From an optimization exercise on the open Yosys and OpenROAD flow, aimed at a short achievable clock period and few clock cycles per item; shortcuts taken in it are not production practice.
Only simulation tests tie the RTL to the original design; equivalence was not proved.
Power figures rest on the tool's default switching activity, not on a simulated workload.

## flow/flow/run.sh

```bash
#!/bin/bash
# The standard layout, with these changes to how it is made:
#  - no adder-cell extraction in synthesis (ADDER_MAP_FILE empty), so abc maps
#    the adders and carry-save trees itself; the registers are unchanged
#  - sky130_fd_sc_hd__a222oi_1, which comes in one weak size only, is added to
#    the platform's don't-use list, so muxes map to cells the resizer can size;
#    so are the slow three-input xor/xnor cells, which abc then builds from
#    two-input ones
#  - a larger setup margin for repair_timing (5.3 ns)
set -euo pipefail
du=$(make -s -C "$FLOW_HOME" DESIGN_CONFIG="$PWD/config.mk" WORK_HOME="$PWD/orfs_probe" \
       print-DONT_USE_CELLS 2> print_dont_use.log | sed -n 's/^DONT_USE_CELLS: //p')
if [[ -z "$du" ]]; then
  echo "could not read the platform's DONT_USE_CELLS" >&2
  exit 1
fi
echo "$du" > dont_use_base.log
bash standard.sh ADDER_MAP_FILE= SETUP_SLACK_MARGIN=5.3 \
  "DONT_USE_CELLS=$du sky130_fd_sc_hd__a222oi_1 sky130_fd_sc_hd__xor3_1 sky130_fd_sc_hd__xor3_2 sky130_fd_sc_hd__xor3_4 sky130_fd_sc_hd__xnor3_1 sky130_fd_sc_hd__xnor3_2 sky130_fd_sc_hd__xnor3_4" finish > standard.log 2>&1
```

## flow/standard.sh

```bash
#!/bin/bash
# synth_recipe.tcl (not shown) runs the flow's synth.tcl, then flattens the netlist and writes it again
# the make line also repeats each setting of config.mk as NAME=value (left out here)
make -C /OpenROAD-flow-scripts/flow DESIGN_CONFIG=/design/flow/config.mk WORK_HOME=/design/flow/orfs CLKGATE_MAP_FILE= SYNTH_SCRIPT=/design/flow/synth_recipe.tcl "${@:-finish}"
```

## flow/config.mk

```make
export PLATFORM = sky130hd
export DESIGN_NAME = ooo_top
export DESIGN_NICKNAME = ooo_top
export VERILOG_FILES = /design/flow/design.v
export SDC_FILE = /design/flow/constraint.sdc
export NUM_CORES = 4
export LEC_CHECK = 0
export ABC_CLOCK_PERIOD_IN_PS = 1500
export CAP_MARGIN = 20
export CORE_MARGIN = 2
export CORE_UTILIZATION = 40
export PLACE_DENSITY = 0.65
export SETUP_SLACK_MARGIN = 5
export SLEW_MARGIN = 20
```

## flow/constraint.sdc

```tcl
create_clock -name core_clock -period 8.0 [get_ports {clock}]
set_input_delay 1.6000 -clock core_clock [delete_from_list [all_inputs] [get_ports {clock}]]
set_output_delay 1.6000 -clock core_clock [all_outputs]
set_load 0.01 [all_outputs]
```

## flow/design.v

```verilog
`default_nettype none
package ooo_pkg;
    localparam int DATA_WIDTH  = 16;             
    localparam int NUM_REGS    = 8;              
    localparam int REG_IDX_W   = 3;
    localparam int ROB_DEPTH   = 8;              
    localparam int TAG_W       = 3;
    localparam int ROB_CNT_W   = TAG_W + 1;      
    localparam int RS_DEPTH    = 4;
    localparam int RS_IDX_W    = 2;
    localparam int MUL_LATENCY = 3;              
    localparam logic [2:0] OP_LI  = 3'd0;
    localparam logic [2:0] OP_ADD = 3'd1;
    localparam logic [2:0] OP_SUB = 3'd2;
    localparam logic [2:0] OP_AND = 3'd3;
    localparam logic [2:0] OP_OR  = 3'd4;
    localparam logic [2:0] OP_XOR = 3'd5;
    localparam logic [2:0] OP_MUL = 3'd6;
    typedef struct packed {
        logic [2:0]            op;
        logic [REG_IDX_W-1:0]  rd;
        logic [REG_IDX_W-1:0]  rs1;
        logic [REG_IDX_W-1:0]  rs2;
        logic [DATA_WIDTH-1:0] imm;              
    } inst_t;
    typedef struct packed {
        logic                  ready;
        logic [TAG_W-1:0]      tag;
        logic [DATA_WIDTH-1:0] value;
    } operand_t;
    typedef struct packed {
        logic                  valid;
        logic [2:0]            op;
        logic [TAG_W-1:0]      tag;              
        logic [DATA_WIDTH-1:0] a;
        logic [DATA_WIDTH-1:0] b;
    } issue_t;
    typedef struct packed {
        logic                  valid;
        logic [TAG_W-1:0]      tag;
        logic [DATA_WIDTH-1:0] value;
    } cdb_t;
    typedef struct packed {
        logic [REG_IDX_W-1:0]  rd;
        logic [DATA_WIDTH-1:0] data;
    } commit_t;
    typedef struct packed {
        logic                  mul;
        logic                  li;
        logic                  addsub;
        logic                  sub;
        logic                  andl;
        logic                  orl;
        logic                  xorl;
        logic [REG_IDX_W-1:0]  rd;
        logic [REG_IDX_W-1:0]  rs1;
        logic [REG_IDX_W-1:0]  rs2;
        logic [NUM_REGS-1:0]   rd_oh;
        logic [NUM_REGS-1:0]   rs1_oh;
        logic [NUM_REGS-1:0]   rs2_oh;
        logic [DATA_WIDTH-1:0] imm;
    } dec_t;
endpackage
`default_nettype wire
`timescale 1ns/1ps
`default_nettype none
module mul_stage1 (
    input  logic [15:0] a,
    input  logic [15:0] b,
    output logic [15:0] r0,
    output logic [15:0] r1,
    output logic [15:0] r2,
    output logic [15:0] r3
);
    logic [7:0]  bl, bm, bh, one, two, neg;
    logic [15:0] mag [8];
    logic [15:0] row [8];
    logic [1:0]  top;
    logic [15:0] s0, c0, s1, c1;
    always_comb begin
        for (int j = 0; j < 8; j++) begin
            bl[j]  = (j == 0) ? 1'b0 : b[2*j-1];
            bm[j]  = b[2*j];
            bh[j]  = b[2*j+1];
            one[j] = bm[j] ^ bl[j];
            two[j] = (bh[j] & ~bm[j] & ~bl[j]) | (~bh[j] & bm[j] & bl[j]);
            neg[j] = bh[j];
            mag[j] = (a & {16{one[j]}}) | ((a << 1) & {16{two[j]}});
        end
        row[0] = mag[0] ^ {16{neg[0]}};
        for (int j = 1; j < 7; j++) begin
            row[j] = (((mag[j] ^ {16{neg[j]}}) << (2*j)) | (16'(neg[j-1]) << (2*j-2)));
        end
        top    = (mag[7][1:0] ^ {2{neg[7]}}) + {1'b0, neg[7]};
        row[7] = {top, 14'b0} | (16'(neg[6]) << 12);
        s0 = row[0] ^ row[1] ^ row[2];
        c0 = ((row[0] & row[1]) | (row[0] & row[2]) | (row[1] & row[2])) << 1;
        s1 = row[3] ^ row[4] ^ row[5];
        c1 = ((row[3] & row[4]) | (row[3] & row[5]) | (row[4] & row[5])) << 1;
        r0 = s0 ^ c0 ^ s1;
        r1 = ((s0 & c0) | (s0 & s1) | (c0 & s1)) << 1;
        r2 = c1 ^ row[6] ^ row[7];
        r3 = ((c1 & row[6]) | (c1 & row[7]) | (row[6] & row[7])) << 1;
    end
endmodule
module mul_stage2 (
    input  logic [15:0] r0,
    input  logic [15:0] r1,
    input  logic [15:0] r2,
    input  logic [15:0] r3,
    output logic [15:0] p
);
    logic [15:0] s0, c0, s1, c1;
    always_comb begin
        s0 = r0 ^ r1 ^ r2;
        c0 = ((r0 & r1) | (r0 & r2) | (r1 & r2)) << 1;
        s1 = s0 ^ c0 ^ r3;
        c1 = ((s0 & c0) | (s0 & r3) | (c0 & r3)) << 1;
        p  = s1 + c1;
    end
endmodule
`default_nettype wire
`timescale 1ns/1ps
`default_nettype none
module ooo_core (
    input  logic        clock,
    input  logic        reset,
    input  logic        inst_valid,
    input  logic [2:0]  inst_op,
    input  logic [2:0]  inst_rd,
    input  logic [2:0]  inst_rs1,
    input  logic [2:0]  inst_rs2,
    input  logic [15:0] inst_imm,
    output logic        inst_ready,
    output logic        commit_valid,
    output logic [2:0]  commit_rd,
    output logic [15:0] commit_data
);
    localparam int W = ooo_pkg::DATA_WIDTH;
    localparam int N = ooo_pkg::NUM_REGS;
    logic rst_q;
    always_ff @(posedge clock) rst_q <= reset;
    ooo_pkg::dec_t pin_dec;
    always_comb begin
        pin_dec.mul    = (inst_op == ooo_pkg::OP_MUL);
        pin_dec.li     = (inst_op == ooo_pkg::OP_LI);
        pin_dec.addsub = (inst_op == ooo_pkg::OP_ADD) || (inst_op == ooo_pkg::OP_SUB);
        pin_dec.sub    = (inst_op == ooo_pkg::OP_SUB);
        pin_dec.andl   = (inst_op == ooo_pkg::OP_AND);
        pin_dec.orl    = (inst_op == ooo_pkg::OP_OR);
        pin_dec.xorl   = (inst_op == ooo_pkg::OP_XOR);
        pin_dec.rd     = inst_rd;
        pin_dec.rs1    = inst_rs1;
        pin_dec.rs2    = inst_rs2;
        pin_dec.rd_oh  = 8'b1 << inst_rd;
        pin_dec.rs1_oh = 8'b1 << inst_rs1;
        pin_dec.rs2_oh = 8'b1 << inst_rs2;
        pin_dec.imm    = inst_imm;
    end
    logic          rdy_q;
    logic          f_v, ir_v, s2_v, c_v;
    ooo_pkg::dec_t f, ir;
    logic          f_early;      
    logic          f_haz;        
    logic          f_hold;       
    logic          ir_early, ir_late, s2_late;
    logic [2:0]    s2_rd;
    logic [W-1:0]  s2_res, c_data;
    logic [2:0]    c_rd;
    logic [2:0]    co_rd;        
    logic [W-1:0]  co_data;
    logic [2:0]    w_rd;
    logic [W-1:0]  w_data;
    logic          c_wv;         
    assign inst_ready = rdy_q;
    assign f_hold     = f_v && f_haz;
    logic [2:0] nf_rs1, nf_rs2;
    logic       nf_li, nf_mul, nf_sub;
    assign nf_rs1 = f_hold ? f.rs1 : inst_rs1;
    assign nf_rs2 = f_hold ? f.rs2 : inst_rs2;
    assign nf_li  = f_hold ? f.li  : pin_dec.li;
    assign nf_mul = f_hold ? f.mul : pin_dec.mul;
    assign nf_sub = f_hold ? f.sub : pin_dec.sub;
    logic f_late_mv, p_reads_f, p_reads_irl, p_early, p_haz;
    assign f_late_mv   = f_v && !f_hold && f.mul && !f_early;
    assign p_reads_f   = f_v && !pin_dec.li &&
                         ((inst_rs1 == f.rd) || (inst_rs2 == f.rd));
    assign p_reads_irl = ir_v && ir_late && !pin_dec.li &&
                         ((inst_rs1 == ir.rd) || (inst_rs2 == ir.rd));
    assign p_early     = !f_hold && pin_dec.mul && !p_reads_f && !p_reads_irl && !f_late_mv;
    assign p_haz       = !f_hold && p_reads_f && f_late_mv;
    always_ff @(posedge clock) begin
        if (reset) begin
            rdy_q <= 1'b0;
            c_v   <= 1'b0;
        end else if (rst_q) begin
            rdy_q <= 1'b1;
            c_v   <= 1'b0;
        end else begin
            rdy_q <= !(inst_valid && rdy_q && p_haz);
            c_v   <= s2_v;
        end
    end
    always_ff @(posedge clock) begin
        if (rst_q) begin
            f_v  <= 1'b0;
            ir_v <= 1'b0;
            s2_v <= 1'b0;
        end else begin
            if (!f_hold) f_v <= inst_valid && rdy_q;
            ir_v <= f_v && !f_hold;
            s2_v <= ir_v;
        end
    end
    always_ff @(posedge clock) begin
        if (!f_hold) f <= pin_dec;
        f_early <= p_early;
        f_haz   <= p_haz;
    end
    logic [W-1:0] rf [N];
    logic [W-1:0] rd_a, rd_b;
    always_comb begin
        rd_a = '0;
        rd_b = '0;
        for (int i = 0; i < N; i++) begin
            rd_a = rd_a | (rf[i] & {W{pin_dec.rs1_oh[i]}});
            rd_b = rd_b | (rf[i] & {W{pin_dec.rs2_oh[i]}});
        end
    end
    logic [W-1:0] opf_a, opf_b;          
    logic         fs2_a, fs2_b;          
    logic         fc_a, fc_b;            
    logic         fw_a, fw_b;            
    logic         fo_a, fo_b;            
    logic [W-1:0] vf_a, vf_b;
    assign vf_a = (s2_res & {W{fs2_a}}) | (c_data & {W{fc_a}}) | (w_data & {W{fw_a}}) | (opf_a & {W{fo_a}});
    assign vf_b = (s2_res & {W{fs2_b}}) | (c_data & {W{fc_b}}) | (w_data & {W{fw_b}}) | (opf_b & {W{fo_b}});
    logic m_ir1, m_ir2, m_s21, m_s22, m_c1, m_c2;
    assign m_ir1 = ir_v && (nf_rs1 == ir.rd);
    assign m_ir2 = ir_v && (nf_rs2 == ir.rd);
    assign m_s21 = s2_v && (nf_rs1 == s2_rd) && (s2_late || !f_hold);
    assign m_s22 = s2_v && (nf_rs2 == s2_rd) && (s2_late || !f_hold);
    assign m_c1  = c_wv && (nf_rs1 == c_rd) && !f_hold;
    assign m_c2  = c_wv && (nf_rs2 == c_rd) && !f_hold;
    always_ff @(posedge clock) begin
        opf_a <= f_hold ? vf_a : (pin_dec.li ? inst_imm : rd_a);
        opf_b <= f_hold ? vf_b : (pin_dec.li ? {W{1'b0}} : rd_b);
        fs2_a <= !nf_li && m_ir1 && !ir_late && !f_hold;
        fs2_b <= !nf_li && m_ir2 && !ir_late && !f_hold;
        fc_a  <= !nf_li && !m_ir1 && m_s21;
        fc_b  <= !nf_li && !m_ir2 && m_s22;
        fw_a  <= !nf_li && !m_ir1 && !m_s21 && m_c1;
        fw_b  <= !nf_li && !m_ir2 && !m_s22 && m_c2;
        fo_a  <= nf_li || !((m_ir1 && !ir_late && !f_hold) || m_s21 || m_c1);
        fo_b  <= nf_li || !((m_ir2 && !ir_late && !f_hold) || m_s22 || m_c2);
    end
    logic [W-1:0] opi_a, opi_b;
    logic         is2_ap, is2_an, is2_b, ic_ap, ic_an, ic_b, io_a, io_b;
    logic         fi1, fi2, fl1, fl2;
    logic         ir_sum, ir_and, ir_or, ir_xor, ir_sub;
    logic [W-1:0] alu_a, alu_b;
    assign fi1 = ir_v && !ir_late && (f.rs1 == ir.rd) && !f.li;
    assign fi2 = ir_v && !ir_late && (f.rs2 == ir.rd) && !f.li;
    assign fl1 = !fi1 && s2_v && s2_late && (f.rs1 == s2_rd) && !f.li;
    assign fl2 = !fi2 && s2_v && s2_late && (f.rs2 == s2_rd) && !f.li;
    always_ff @(posedge clock) begin
        ir       <= f;
        ir_early <= f.mul && f_early;
        ir_late  <= f.mul && !f_early;
        opi_a    <= vf_a ^ {W{f.sub}};
        opi_b    <= vf_b;
        io_a     <= !fi1 && !fl1;
        io_b     <= !fi2 && !fl2;
        is2_ap   <= fi1 && !f.sub;
        is2_an   <= fi1 && f.sub;
        is2_b    <= fi2;
        ic_ap    <= fl1 && !f.sub;
        ic_an    <= fl1 && f.sub;
        ic_b     <= fl2;
        ir_sum   <= f.addsub || f.li;
        ir_and   <= f.andl;
        ir_or    <= f.orl;
        ir_xor   <= f.xorl;
        ir_sub   <= f.sub;
    end
    assign alu_a = (opi_a & {W{io_a}})
                 | (s2_res & {W{is2_ap}}) | (~s2_res & {W{is2_an}})
                 | (c_data & {W{ic_ap}})  | (~c_data & {W{ic_an}});
    assign alu_b = (opi_b & {W{io_b}}) | (s2_res & {W{is2_b}}) | (c_data & {W{ic_b}});
    logic         mo_a, mo_b, mi_a, mi_b, ms_a, ms_b, mc_a, mc_b, mw_a, mw_b;
    logic [W-1:0] m_a, m_b;
    logic [W-1:0] mc_r0, mc_r1, mc_r2, mc_r3;
    logic [W-1:0] m_r0, m_r1, m_r2, m_r3;
    logic [W-1:0] prod;
    always_ff @(posedge clock) begin
        if (f_late_mv) begin
            mo_a <= 1'b0;
            mo_b <= 1'b0;
            mi_a <= !fi1 && !fl1;
            mi_b <= !fi2 && !fl2;
            ms_a <= fi1;
            ms_b <= fi2;
            mc_a <= fl1;
            mc_b <= fl2;
            mw_a <= 1'b0;
            mw_b <= 1'b0;
        end else begin
            mo_a <= p_early && !m_ir1 && !m_s21 && !m_c1;
            mo_b <= p_early && !m_ir2 && !m_s22 && !m_c2;
            mw_a <= p_early && !m_ir1 && !m_s21 && m_c1;
            mw_b <= p_early && !m_ir2 && !m_s22 && m_c2;
            mi_a <= 1'b0;
            mi_b <= 1'b0;
            ms_a <= p_early && m_ir1;
            ms_b <= p_early && m_ir2;
            mc_a <= p_early && !m_ir1 && m_s21;
            mc_b <= p_early && !m_ir2 && m_s22;
        end
    end
    assign m_a = (opf_a & {W{mo_a}}) | (opi_a & {W{mi_a}}) | (s2_res & {W{ms_a}}) | (c_data & {W{mc_a}})
               | (w_data & {W{mw_a}});
    assign m_b = (opf_b & {W{mo_b}}) | (opi_b & {W{mi_b}}) | (s2_res & {W{ms_b}}) | (c_data & {W{mc_b}})
               | (w_data & {W{mw_b}});
    mul_stage1 u_m1 (.a(m_a), .b(m_b), .r0(mc_r0), .r1(mc_r1), .r2(mc_r2), .r3(mc_r3));
    mul_stage2 u_m2 (.r0(m_r0), .r1(m_r1), .r2(m_r2), .r3(m_r3), .p(prod));
    always_ff @(posedge clock) begin
        m_r0 <= mc_r0;
        m_r1 <= mc_r1;
        m_r2 <= mc_r2;
        m_r3 <= mc_r3;
    end
    logic [W-1:0] sum, res;
    assign sum = alu_a + alu_b;
    assign res = ((sum ^ {W{ir_sub}}) & {W{ir_sum}})
               | ((alu_a & alu_b)     & {W{ir_and}})
               | ((alu_a | alu_b)     & {W{ir_or}})
               | ((alu_a ^ alu_b)     & {W{ir_xor}})
               | (prod                & {W{ir_early}});
    logic [N-1:0] s2_rd_oh, we_c;    
    logic [N-1:0] keep_c;            
    always_ff @(posedge clock) begin
        s2_res  <= res;
        s2_late <= ir_late;
        s2_rd   <= ir.rd;
        s2_rd_oh <= ir.rd_oh;
        we_c    <= s2_rd_oh & {N{s2_v && !rst_q}};
        keep_c  <= ~(s2_rd_oh & {N{s2_v}});
        c_wv    <= s2_v && !rst_q;
        w_rd    <= c_rd;
        w_data  <= c_data;
        c_rd    <= s2_rd;
        c_data  <= s2_late ? prod : s2_res;
        co_rd   <= s2_rd & {3{s2_v}};
        co_data <= (s2_late ? prod : s2_res) & {W{s2_v}};
    end
    always_ff @(posedge clock) begin
        for (int i = 0; i < N; i++) begin
            if (rst_q) begin
                rf[i] <= '0;
            end else begin
                rf[i] <= (c_data & {W{we_c[i]}}) | (rf[i] & {W{keep_c[i]}});
            end
        end
    end
    assign commit_valid = c_v;
    assign commit_rd    = co_rd;
    assign commit_data  = co_data;
endmodule
`default_nettype wire
`timescale 1ns/1ps
`default_nettype none
module ooo_top (
    input  logic        clock,
    input  logic        reset,
    input  logic        inst_valid,
    input  logic [2:0]  inst_op,
    input  logic [2:0]  inst_rd,
    input  logic [2:0]  inst_rs1,
    input  logic [2:0]  inst_rs2,
    input  logic [15:0] inst_imm,
    output logic        inst_ready,
    output logic        commit_valid,
    output logic [2:0]  commit_rd,
    output logic [15:0] commit_data
);
    ooo_core u_core (
        .clock        (clock),
        .reset        (reset),
        .inst_valid   (inst_valid),
        .inst_op      (inst_op),
        .inst_rd      (inst_rd),
        .inst_rs1     (inst_rs1),
        .inst_rs2     (inst_rs2),
        .inst_imm     (inst_imm),
        .inst_ready   (inst_ready),
        .commit_valid (commit_valid),
        .commit_rd    (commit_rd),
        .commit_data  (commit_data)
    );
endmodule
`default_nettype wire
```

==> flow_summary.yaml, run 1 <==
status:
  status: "finished clean"
placed_design:
  gp_congestion: 0.9567
  io_buffers: 51
  place_hpwl_um: 49730
  placed_cell_area_um2: 22940
  dp.cells: 3160
worst_setup_path:
  r2r-start: "u_core.m_r2[7]"
  r2r_slack_ns: 5.28
  slowest_stage: "mux2_2"
  reg2reg_to: "u_core.s2_res[15]"
  cp_cell_sequence: "clkbuf_4 > buf_12 > buf_4 > mux2_2 > a21oi_1 > o22ai_1 > a311o_1 > o211ai_1 > o21ai_1"
  cp-start-kind: "input port"
  cp_num_buf_inv: 3
  endpoint: "u_core.opf_a[15]"
  cp.required_ns: 8.48
  criticalPathCategory: "input port to flop"
  slowest_delay_ns: 0.33
  cp.arrival_ns: 3.23
  reg2reg_depth: 10
  critPathMaxFanout: 9
  cp-startpoint: "inst_rs1[2]"
  critPathCaptureType: "flop"
  cp.depth: 9
  crit_family: "compound AO/OA/AOI/OAI gates"
cells_and_area:
  drive_above_1_share_pct: 20.81
  multi_input_area_um2: 13730
  num-fill-cells: 5130
  finish.instance_area_um2: 26840
  area_delta_synth_final_pct: 20.36
  seq_area_um2: 8573
  final-instance-count-excl-fill: 3376
  top_regs: "u_core.rf x128, u_core.f x24"
  largest_reg_flops: 128
  largest_register: "u_core.rf"
  final_common_cell: "dfxtp_1"
  final_cell_mix: "dfxtp_1, nand2_1, a22oi_1"
  final_net_count: 2625
  diodes: 0
sta:
  slew_viol_final: 0
  hold_viol_final: 0
  rsz0062_at_grt: "true"
  hold_slack_ns: 0.3206
  setup_tns_ns: 0
  period_needed_ns: 2.751
  worst_clock_skew_ns: 0.01875
  setup_viol: 0
  timing.fmax_mhz: 363.4
  period_share_pct: 34.39
  relSlewSlack_pct: 23.36
  tightest_slew_ns: 1.148
cts:
  ctsRootBufferMaster: "clkbuf_16"
  clkLatencyLatePin_ns: 0.61
  cts_tree: "yes"
  ctsLongestPathBuffers: 3
  clkSinkCount: 408
  clkTransAtPathRegs_ns: 0.06
  h-tree-depth: 2
  numCtsBuffers: 46
  ctsHoldBuffers: 0
yosys:
  synth_top_area_share_pct: 34.48
  synthArstFlopShare_pct: 0
  yosysWarnings: 6
  synth.distinct_cells: 78
  syn_area_um2: 22300
  ys.flop_type: "dfxtp_1"
  synth_area_leaders: "dfxtp_1, a22oi_1, xnor2_1"
  seq_area_frac_synth_pct: 37.71
  synth_cells: 2586
  synth_edf_count: 24
  ys_ff_latch: 408
  avgSynthCellArea_um2: 8.622
  synth_largest_area_cell: "dfxtp_1"
  syn_nets: 2617
run:
  cap_violations: 0
routing:
  vias: 20800
  drt-total-wl_um: 79470
  ant_nets: 0
  drtPass1Iterations: 6
  wl_per_cell_um: 23.54
  viasPerCell: 6.162
  drt-initial-drc-count: 2705
  drcViolationCount: 0
pwr:
  power_density_nw_per_um2: 181.8
  irDropWorstVdd_v: 0.0001752
  p_leak_nw: 9.918
  p_total_mw: 4.879
global_route:
  grt_overflow_total: 0
  grt_pass1_wl_um: 113300
  grt_pass1_vias: 19190
  grt_max_degree: 106
  track_usage_pct: 25.43
  antenna_found_initial: 1
die:
  ios: 52
  row_count: 86
  coreArea_um2: 55090
  die_h_um: 240.1
  fp.dieArea_um2: 57650
  initial_core_util_pct: 40.47
  dieWidth_um: 240.1
min_path:
  min_from: "u_core.ir[34]"
  hold_class: "flop to flop"
-- cell type report --
cell class	count	area share, %
inverter	18	0.3124
clock buffer	61	4.998
tap	748	3.487
multi-input combinational	1917	51.14
clock inverter	21	1.021
timing repair buffer	203	7.096
sequential	408	31.94
-- worst register-to-register path: cells and delay by family (launching register included) --
kind | cells | cell delay, ns
compound gates | 6 | 1.19
xor+xnor | 2 | 0.48
fa+ha+maj | 1 | 0.37
flops | 1 | 0.37
simple gates | 1 | 0.27
-- per-layer routing --
layer  vias to the layer above  part of all wire, %  global-route usage (%)
met5                         -                    0                       0
met2                      1282                   45                   40.26
li1                       9375                    -                       -
met4                         0                  5.7                   12.35
met3                       296                   11                   5.614
met1                      9851                   39                   32.79
-- worst min-delay path by stage --
stage | endpoint | slack (ns) | cells after the start
final | u_core.s2_rd_oh[2] | 0.32 | 0
after global routing | u_core.s2_rd_oh[2] | 0.32 | 0
after CTS | u_core.s2_rd_oh[2] | 0.32 | 0
after detailed placement | u_core.s2_rd_oh[0] | 0.31 | 0
after global placement | u_core.s2_rd_oh[4] | 0.31 | 0
after floorplan | u_core.s2_rd_oh[0] | 0.31 | 0
-- synth_stat cells (16+ instances only) --
library cell,instances
and4_1,20
xnor2_1,163
a221oi_1,25
o22ai_1,32
clkbuf_1,173
and2_1,29
buf_2,53
mux2i_1,79
a31oi_1,16
nand4_1,33
o21ai_0,98
inv_1,16
mux2_2,31
nor3_1,27
dfxtp_1,384
xor2_1,83
a22oi_1,263
maj3_1,27
a221o_1,19
a22o_1,16
nand2_1,295
mux4_2,36
nor2_1,258
edfxtp_1,24
a21oi_1,163
nand3_1,55
-- report_power, final --
group	switching [mW]	internal, mW	total (mW)
Combinational	0.223	0.176	0.400
Clock	0.926	1.29	2.22
Sequential	0.144	2.11	2.26
Total	1.29	3.59	4.88
-- stage by stage --
stage | setup slack (ns) | util [%]
after global placement | 3.666 | 41.63
final | 5.249 | 48.71
after CTS | 5.218 | 46.05
after global routing | 5.180 | 48.71
after floorplan | 5.116 | -
after detailed placement | 3.549 | 41.63
-- cell families (layout without fill, tap and decap cells) --
kind of cell	count (synthesis)	count (layout)	share of synthesized area, %
AND/OR/NAND/NOR	773	776	15.45
multiplexers	146	146	8.748
buffers and inverters	264	303	4.820
XOR/XNOR	248	248	9.809
adder cells (fa/ha/maj)	31	31	1.414
flip-flops	408	408	37.71
AO/OA/AOI/OAI	716	716	22.05
-- what timing repair did --
item / CTS / global route
gates cloned: 2 / 12
setup buffers: 50 / 70
resized for setup: 232 / 156
endpoints found under the setup margin: 127 / 61
pin swaps: 25 / 43
endpoints found under the hold margin: 0 / 0
Testbench counts, summed over its fixed seeds: cycles 24,394, insts 24,000.
==> inputs of run 2 (changes only) <==
--- a/flow/design.v
+++ b/flow/design.v
@@ -189,3 +189,3 @@
                          ((inst_rs1 == ir.rd) || (inst_rs2 == ir.rd));
-    assign p_early     = !f_hold && pin_dec.mul && !p_reads_f && !p_reads_irl && !f_late_mv;
+    assign p_early     = !f_hold && pin_dec.mul && !p_reads_f && !p_reads_irl;
     assign p_haz       = !f_hold && p_reads_f && f_late_mv;
@@ -261,2 +261,4 @@
     logic [W-1:0] alu_a, alu_b;
+    logic f_late;
+    assign f_late = f.mul && !f_early;
     assign fi1 = ir_v && !ir_late && (f.rs1 == ir.rd) && !f.li;
@@ -268,3 +270,3 @@
         ir_early <= f.mul && f_early;
-        ir_late  <= f.mul && !f_early;
+        ir_late  <= f_late;
         opi_a    <= vf_a ^ {W{f.sub}};
@@ -289,43 +291,31 @@
     assign alu_b = (opi_b & {W{io_b}}) | (s2_res & {W{is2_b}}) | (c_data & {W{ic_b}});
-    logic         mo_a, mo_b, mi_a, mi_b, ms_a, ms_b, mc_a, mc_b, mw_a, mw_b;
-    logic [W-1:0] m_a, m_b;
-    logic [W-1:0] mc_r0, mc_r1, mc_r2, mc_r3;
-    logic [W-1:0] m_r0, m_r1, m_r2, m_r3;
-    logic [W-1:0] prod;
-    always_ff @(posedge clock) begin
-        if (f_late_mv) begin
-            mo_a <= 1'b0;
-            mo_b <= 1'b0;
-            mi_a <= !fi1 && !fl1;
-            mi_b <= !fi2 && !fl2;
-            ms_a <= fi1;
-            ms_b <= fi2;
-            mc_a <= fl1;
-            mc_b <= fl2;
-            mw_a <= 1'b0;
-            mw_b <= 1'b0;
-        end else begin
-            mo_a <= p_early && !m_ir1 && !m_s21 && !m_c1;
-            mo_b <= p_early && !m_ir2 && !m_s22 && !m_c2;
-            mw_a <= p_early && !m_ir1 && !m_s21 && m_c1;
-            mw_b <= p_early && !m_ir2 && !m_s22 && m_c2;
-            mi_a <= 1'b0;
-            mi_b <= 1'b0;
-            ms_a <= p_early && m_ir1;
-            ms_b <= p_early && m_ir2;
-            mc_a <= p_early && !m_ir1 && m_s21;
-            mc_b <= p_early && !m_ir2 && m_s22;
-        end
-    end
-    assign m_a = (opf_a & {W{mo_a}}) | (opi_a & {W{mi_a}}) | (s2_res & {W{ms_a}}) | (c_data & {W{mc_a}})
-               | (w_data & {W{mw_a}});
-    assign m_b = (opf_b & {W{mo_b}}) | (opi_b & {W{mi_b}}) | (s2_res & {W{ms_b}}) | (c_data & {W{mc_b}})
-               | (w_data & {W{mw_b}});
-    mul_stage1 u_m1 (.a(m_a), .b(m_b), .r0(mc_r0), .r1(mc_r1), .r2(mc_r2), .r3(mc_r3));
-    mul_stage2 u_m2 (.r0(m_r0), .r1(m_r1), .r2(m_r2), .r3(m_r3), .p(prod));
-    always_ff @(posedge clock) begin
-        m_r0 <= mc_r0;
-        m_r1 <= mc_r1;
-        m_r2 <= mc_r2;
-        m_r3 <= mc_r3;
+    logic         ml_o, ml_s2, ml_c;     
+    logic         ml_o2, ml_s22, ml_c2;
+    logic [W-1:0] ml_a, ml_b;
+    logic [W-1:0] me_r0, me_r1, me_r2, me_r3, e_r0, e_r1, e_r2, e_r3;
+    logic [W-1:0] ml_r0, ml_r1, ml_r2, ml_r3, l_r0, l_r1, l_r2, l_r3;
+    logic [W-1:0] prod_e, prod_l;
+    always_ff @(posedge clock) begin
+        ml_o   <= f_late && !fi1 && !fl1;
+        ml_s2  <= f_late && fi1;
+        ml_c   <= f_late && fl1;
+        ml_o2  <= f_late && !fi2 && !fl2;
+        ml_s22 <= f_late && fi2;
+        ml_c2  <= f_late && fl2;
+    end
+    assign ml_a = (opi_a & {W{ml_o}})  | (s2_res & {W{ml_s2}})  | (c_data & {W{ml_c}});
+    assign ml_b = (opi_b & {W{ml_o2}}) | (s2_res & {W{ml_s22}}) | (c_data & {W{ml_c2}});
+    mul_stage1 u_me1 (.a(vf_a), .b(vf_b), .r0(me_r0), .r1(me_r1), .r2(me_r2), .r3(me_r3));
+    mul_stage1 u_ml1 (.a(ml_a), .b(ml_b), .r0(ml_r0), .r1(ml_r1), .r2(ml_r2), .r3(ml_r3));
+    mul_stage2 u_me2 (.r0(e_r0), .r1(e_r1), .r2(e_r2), .r3(e_r3), .p(prod_e));
+    mul_stage2 u_ml2 (.r0(l_r0), .r1(l_r1), .r2(l_r2), .r3(l_r3), .p(prod_l));
+    always_ff @(posedge clock) begin
+        e_r0 <= me_r0;
+        e_r1 <= me_r1;
+        e_r2 <= me_r2;
+        e_r3 <= me_r3;
+        l_r0 <= ml_r0;
+        l_r1 <= ml_r1;
+        l_r2 <= ml_r2;
+        l_r3 <= ml_r3;
     end
@@ -337,3 +327,3 @@
                | ((alu_a ^ alu_b)     & {W{ir_xor}})
-               | (prod                & {W{ir_early}});
+               | (prod_e              & {W{ir_early}});
     logic [N-1:0] s2_rd_oh, we_c;    
@@ -351,5 +341,5 @@
         c_rd    <= s2_rd;
-        c_data  <= s2_late ? prod : s2_res;
+        c_data  <= s2_late ? prod_l : s2_res;
         co_rd   <= s2_rd & {3{s2_v}};
-        co_data <= (s2_late ? prod : s2_res) & {W{s2_v}};
+        co_data <= (s2_late ? prod_l : s2_res) & {W{s2_v}};
     end
--- a/flow/flow/run.sh
+++ b/flow/flow/run.sh
@@ -8,3 +8,3 @@
 #    two-input ones
-#  - a larger setup margin for repair_timing (5.3 ns)
+#  - a larger setup margin for repair_timing
 set -euo pipefail
@@ -17,3 +17,3 @@
 echo "$du" > dont_use_base.log
-bash standard.sh ADDER_MAP_FILE= SETUP_SLACK_MARGIN=5.3 \
+bash standard.sh ADDER_MAP_FILE= SETUP_SLACK_MARGIN=5.5 \
   "DONT_USE_CELLS=$du sky130_fd_sc_hd__a222oi_1 sky130_fd_sc_hd__xor3_1 sky130_fd_sc_hd__xor3_2 sky130_fd_sc_hd__xor3_4 sky130_fd_sc_hd__xnor3_1 sky130_fd_sc_hd__xnor3_2 sky130_fd_sc_hd__xnor3_4" finish > standard.log 2>&1
==> flow_summary.yaml, run 2 <==
run:
  cap_violations: 0
yosys:
  seq_area_frac_synth_pct: 34.56
  synth_area_leaders: "dfxtp_1, xnor2_1, a22oi_1"
  yosysWarnings: 6
  synth_cells: 3218
  synth_most_common_cell: "dfxtp_1"
  synth_edf_count: 24
  ys_ff_latch: 445
  avgSynthCellArea_um2: 8.226
  syn_nets: 3249
  synth_top_area_share_pct: 31.84
  synthTopCellsByCount: "dfxtp_1, nand2_1, nor2_1"
  ys.flop_type: "dfxtp_1"
  synth.distinct_cells: 84
  syn_area_um2: 26470
  synthArstFlopShare_pct: 0
  synth_largest_area_cell: "dfxtp_1"
sta:
  hold_viol_final: 0
  hold_slack_ns: 0.3042
  rsz0062_at_grt: "true"
  tightest_slew_ns: 1.140
  period_share_pct: 37.10
  timing.fmax_mhz: 336.9
  setup_viol: 0
  slew_viol_final: 0
  period_needed_ns: 2.968
  worst_clock_skew_ns: 0.08471
  relSlewSlack_pct: 24.03
  setup_tns_ns: 0
worst_setup_path:
  critPathCaptureType: "flop"
  cp_num_buf_inv: 1
  cp-start-kind: "flop"
  crit_family: "compound AO/OA/AOI/OAI gates"
  cp.arrival_ns: 3.45
  critPathMaxFanout: 8
  criticalPathCategory: "flop to flop"
  slowest_delay_ns: 0.40
  r2r_slack_ns: 5.03
  crit_top_cell: "maj3_2"
  cp_cell_sequence: "buf_4 > mux2i_1 > nand3_2 > xor2_1 > and4_1 > o211ai_2 > o221ai_2 > maj3_2 > maj3_2 > o2111ai_2 > o41ai_1 > a211o_1"
  slowest_stage: "dfxtp_4"
  cp.required_ns: 8.48
global_route:
  grt_max_degree: 76
  grt_pass1_wl_um: 147700
  grt_pass1_vias: 24250
  antenna_found_initial: 2
  grt_overflow_total: 0
  track_usage_pct: 27.96
pwr:
  power_density_nw_per_um2: 175.0
  p_leak_nw: 13.16
  p_total_mw: 6.103
  irDropWorstVdd_v: 0.0001907
cells_and_area:
  final_net_count: 3379
  area_delta_synth_final_pct: 31.71
  final_common_cell: "dfxtp_1"
  drive_above_1_share_pct: 30.46
  top_regs: "u_core.rf x128, u_core.f x24"
  largest_register: "u_core.rf"
  final_cell_mix: "dfxtp_1, nand2_1, nor2_1"
  final-instance-count-excl-fill: 4253
  largest_reg_flops: 128
cts:
  clkSinkCount: 445
  clkTransAtPathRegs_ns: 0.06
  cts_tree: "yes"
  ctsLongestPathBuffers: 3
  ctsHoldBuffers: 0
  numCtsBuffers: 49
  h-tree-depth: 2
  clkLatencyLatePin_ns: 0.66
  ctsRootBufferMaster: "clkbuf_16"
placed_design:
  gp_congestion: 0.9704
  io_buffers: 51
  dp.cells: 3861
  place_hpwl_um: 60520
routing:
  wl_per_cell_um: 25.11
  routed-wl-met3_um: 12220
  viasPerCell: 6.464
  drt-initial-drc-count: 4477
  drcViolationCount: 0
  drtPass1Iterations: 12
  vias: 27490
  ant_nets: 0
  drt-total-wl_um: 106800
  routed-wl-met2_um: 46200
  top_layer_used: "met5"
  wl_met1_um: 39140
die:
  initial_core_util_pct: 40.33
  coreArea_um2: 65630
  ios: 52
  row_count: 94
  fp.dieArea_um2: 68250
  die_h_um: 261.2
  dieWidth_um: 261.2
min_path:
  hold_class: "flop to flop"
status:
  status: "finished clean"
[run 2: cell types whose count changed after synthesis, sizes merged, moves of 37 or more]
cell | before | now
xnor2 | 165 | 251
o21ai | 103 | 186
nand2 | 295 | 374
clkbuf | 175 | 245
o221ai | 5 | 69
nor2 | 261 | 304
dfxtp | 384 | 421
[run 2: cell families after synthesis]
family	count (synthesis)	synth area share, %
AND/OR/NAND/NOR	944	15.51
AO/OA/AOI/OAI	925	23.42
flip-flops	445	34.56
multiplexers	142	7.038
buffers and inverters	332	4.944
adder cells (fa/ha/maj)	60	2.283
XOR/XNOR	370	12.24
[run 2: where the power goes]
part | internal (mW) | switching [mW]
Combinational | 0.516 | 0.671
Sequential | 2.34 | 0.192
Clock | 1.39 | 0.999
[run 2: worst register-to-register path, stage by stage, from the launching register on]
cell and delay [ns]:
dfxtp_4 0.40, buf_4 0.16, mux2i_1 0.15, nand3_2 0.18, xor2_1 0.22, and4_1 0.22
o211ai_2 0.10, o221ai_2 0.16, maj3_2 0.33, maj3_2 0.36, o2111ai_2 0.17, o41ai_1 0.11
a211o_1 0.23
[run 2: timing repair]
| item | 4_1_cts | 5_1_grt |
|---|---|---|
| pin swaps | 92 | 189 |
| gates resized for setup | 521 | 385 |
| buffers inserted | 140 | 128 |
| gates cloned | 16 | 16 |
| setup endpoints to repair | 159 | 129 |
[run 2: path summary, 6_finish.rpt]
path | startpoint | endpoint | cells after the start
hold / removal | u_core.f[51] | u_core.ir_and | 0
setup reg to reg | u_core.is2_ap | u_core.s2_res[15] | 12
setup / recovery | u_core.is2_ap | u_core.s2_res[15] | 12
hold reg to reg | u_core.f[51] | u_core.ir_and | 0
[run 2: per-stage QoR]
step	setup slack, ns	utilization [%]	cell area [µm²]
after floorplan	5.161	-	26960
after global placement	4.169	41.48	27220
after detailed placement	4.094	41.48	27220
after CTS	5.041	48.54	31860
after global routing	4.973	53.12	34860
final	5.032	53.12	34860
[run 2: final cells by class]
type	count	area, µm²
clock inverters	19	304.0
inverters	34	165.2
repair inverters	1	7.507
well taps	864	1081
repair buffers	364	3672
multi-input cells	2453	18880
fillers	5716	30760
flip-flops and latches	445	9356
clock buffers	72	1393
diodes	1	2.502
[run 2: routing by layer]
| layer | track usage (%) | vias up |
|---|---|---|
| li1 | - | 11860 |
| met1 | 35.10 | 12890 |
| met2 | 42.80 | 2046 |
| met3 | 6.640 | 698 |
| met4 | 18.50 | 2 |
| met5 | 0 | - |
Testbench counts of run 2, summed over its fixed seeds: cycles 24,323, insts 24,000.

-- port drivers added, routing unchanged --
Ports are ideal in the flow. The routed layouts listed here were re-timed in OpenROAD. Step 1 sets driving cells, clkbuf_16 on the clock port and buf_2 on the other inputs (assumed; they add their load-dependent delay and slew). Step 2, shift: input delay + t, output delay - t, t = (earliest + latest rising clock arrival at the registers) / 2. This alone moves slack from input paths to output paths. Three values: no drivers, after step 1, after step 2; two values: the first two.
run | shift t [ns] | setup slack, ns | worst setup path at the end | slew at the worst register clock pin (ns) | pins driven straight from the clock port
run 1 | 0.654 | 5.249 / 5.277 / 4.627 | input to register | 0.06 / 0.06 | 1
run 2 | 0.684 | 5.032 / 5.032 / 4.842 | input to register | 0.07 / 0.07 | 1
After both steps every run listed still meets setup and hold. The setup slack of run 1, which loses most, moves by +0.028 ns with the drivers and by -0.622 ns with both steps.
